This design comes from an exercise in tuning for small area and a short achievable clock period on the open sky130 flow, not from production work.

==> flow/design.v <==
module opa_s_steer_bit (
    input  logic [3:0] sel,
    input  logic [3:0] d,
    output logic       y
);
    assign y = |(sel & d);
endmodule
module opa_s_read_bit (
    input  logic [7:0] sel,
    input  logic [7:0] d,
    output logic       y
);
    assign y = |(sel & d);
endmodule
module out_port_arbiter_s #(
    parameter int DEPTH = 8,
    parameter int PW    = 64
) (
    input  logic          clk,
    input  logic          reset,
    input  logic          N_req,
    input  logic [PW-1:0] N_packet,
    input  logic          E_req,
    input  logic [PW-1:0] E_packet,
    input  logic          W_req,
    input  logic [PW-1:0] W_packet,
    input  logic          PE_req,
    input  logic [PW-1:0] PE_packet,
    output logic          full_N,
    output logic          full_E,
    output logic          full_W,
    output logic          full_PE,
    output logic [PW-1:0] out_packet,
    output logic          out_wr,
    input  logic          down_full,
    output logic          err_overflow
);
    logic [PW-1:0] r_mem [8];
    logic [2:0]    r_wr_ptr;
    logic [7:0]    r_rd_oh;
    logic [3:0]    r_count;
    logic          r_ne;
    logic          r_full;
    logic          r_err;
    logic [3:0]    w_req;
    logic [1:0]    w_off  [4];
    logic [2:0]    w_nw;
    logic [3:0]    w_dsel [4];    
    logic [PW-1:0] w_bank [4];
    logic [7:0]    w_we;
    logic          w_rd;
    logic [3:0]    w_count_next;
    assign w_req = {PE_req, W_req, E_req, N_req};
    assign w_off[0] = 2'd0;
    assign w_off[1] = {1'b0, w_req[0]};
    assign w_off[2] = {w_req[0] & w_req[1], w_req[0] ^ w_req[1]};
    assign w_off[3] = {(w_req[0] & w_req[1]) | (w_req[2] & (w_req[0] | w_req[1])),
                       w_req[0] ^ w_req[1] ^ w_req[2]};
    assign w_nw = r_full ? 3'd0 : 3'({2'b00, w_req[0]} + {2'b00, w_req[1]} +
                                     {2'b00, w_req[2]} + {2'b00, w_req[3]});
    always_comb begin
        for (int b = 0; b < 4; b++) begin
            for (int k = 0; k < 4; k++) begin
                w_dsel[b][k] = w_req[k] && (2'(r_wr_ptr[1:0] + w_off[k]) == 2'(b));
            end
        end
    end
    generate
        for (genvar b = 0; b < 4; b++) begin : g_bank
            for (genvar i = 0; i < PW; i++) begin : g_bit
                opa_s_steer_bit u_steer (
                    .sel (w_dsel[b]),
                    .d   ({PE_packet[i], W_packet[i], E_packet[i], N_packet[i]}),
                    .y   (w_bank[b][i])
                );
            end
        end
    endgenerate
    always_comb begin
        for (int s = 0; s < 8; s++) begin
            w_we[s] = (3'(3'(s) - r_wr_ptr) < w_nw);
        end
    end
    always_ff @(posedge clk) begin
        for (int s = 0; s < 8; s++) begin
            if (w_we[s]) begin
                r_mem[s] <= w_bank[s % 4];
            end
        end
    end
    assign w_rd         = r_ne && !down_full;
    assign w_count_next = r_count + 4'(w_nw) - 4'(w_rd);
    always_ff @(posedge clk) begin
        if (!reset) begin
            r_rd_oh  <= 8'd1;
            r_wr_ptr <= '0;
            r_count  <= '0;
            r_ne     <= 1'b0;
            r_full   <= 1'b0;
            r_err    <= 1'b0;
        end else begin
            r_wr_ptr <= r_wr_ptr + w_nw;
            if (w_rd) begin
                r_rd_oh <= {r_rd_oh[6:0], r_rd_oh[7]};
            end
            r_count <= w_count_next;
            r_ne    <= (w_count_next != 4'd0);
            r_full  <= (w_count_next > 4'd4);
            if ((w_req & {4{r_full}}) != 4'b0000) begin
                r_err <= 1'b1;
            end
        end
    end
    generate
        for (genvar i = 0; i < PW; i++) begin : g_out
            opa_s_read_bit u_read (
                .sel (r_rd_oh),
                .d   ({r_mem[7][i], r_mem[6][i], r_mem[5][i], r_mem[4][i],
                       r_mem[3][i], r_mem[2][i], r_mem[1][i], r_mem[0][i]}),
                .y   (out_packet[i])
            );
        end
    endgenerate
    assign full_N       = r_full;
    assign full_E       = r_full;
    assign full_W       = r_full;
    assign full_PE      = r_full;
    assign out_wr       = w_rd;
    assign err_overflow = r_err;
endmodule
Settings: LEC_CHECK=0, CAP_MARGIN=20, CORE_MARGIN=2, CORE_UTILIZATION=60, CTS_BUF_LIST=sky130_fd_sc_hd__clkbuf_4 sky130_fd_sc_hd__clkbuf_8, PLACE_DENSITY=0.7, SLEW_MARGIN=20, SYNTH_HIERARCHICAL=1; clock period 5.0 ns.
run.sh (not shown) runs the stock make flow with config.mk's settings and CLKGATE_MAP_FILE= SYNTH_SCRIPT=/design/flow/synth_recipe.tcl, a recipe that flattens the netlist after the stock synthesis.
Edit:
==> flow/flow/run.sh (new file) <==
#!/bin/bash
# Standard ORFS layout, except that the port buffers are the small sky130 buffer
# instead of the resizer's default pick (a delay cell). Every tool's output is kept in
# a log file in the work folder.
set -euo pipefail
export BUFFER_PORTS_ARGS="-buffer_cell sky130_fd_sc_hd__buf_1"
bash standard.sh finish "BUFFER_PORTS_ARGS=$BUFFER_PORTS_ARGS" > standard_flow.log 2>&1
cp orfs/logs/*/out_port_arbiter_s/base/*.log . 2>/dev/null || true
==> flow/standard.sh (new file) <==
#!/bin/bash
# synth_recipe.tcl (not shown) runs the flow's synth.tcl, then flattens the netlist and writes it again
# the make line also repeats each setting of config.mk as NAME=value (left out here)
make -C /OpenROAD-flow-scripts/flow DESIGN_CONFIG=/design/flow/config.mk WORK_HOME=/design/flow/orfs CLKGATE_MAP_FILE= SYNTH_SCRIPT=/design/flow/synth_recipe.tcl "${@:-finish}"
- SETUP_SLACK_MARGIN: not set -> 2.5
removed: flow/run.sh
=> The new run did not get past 5_1_grt, error GRT-0232. Synthesized cell count does not change. Area after synthesis does not change.
No run of this note included a check of the RTL's function; only the layout flow was run.

==> re-timing with driven ports <==
The results above use ideal ports. As a check the final layout listed here was re-extracted and re-timed, cells and wires unchanged. Step 1 sets driving cells, clkbuf_16 on the clock port and buf_2 on the other inputs (assumed; they add their load-dependent delay and slew). Step 2 also shifts input and output timing later by t, the mid clock arrival at the registers, as if the neighbouring blocks saw the same clock. a / b / c = no drivers / after step 1 / after step 2; a / b = the first two.
run: the first run
t (ns): 0.685
setup slack, ns: 0.770 / 0.758 / 0.115
worst hold slack (ns): 0.478 / 0.478 / 0.478
worst setup path at the end: input to register
pins driven straight from the clock port: 1
After both steps the first run still meets setup and hold. For the first run, drivers alone change the setup slack by -0.012 ns; drivers and shift together by -0.655 ns.
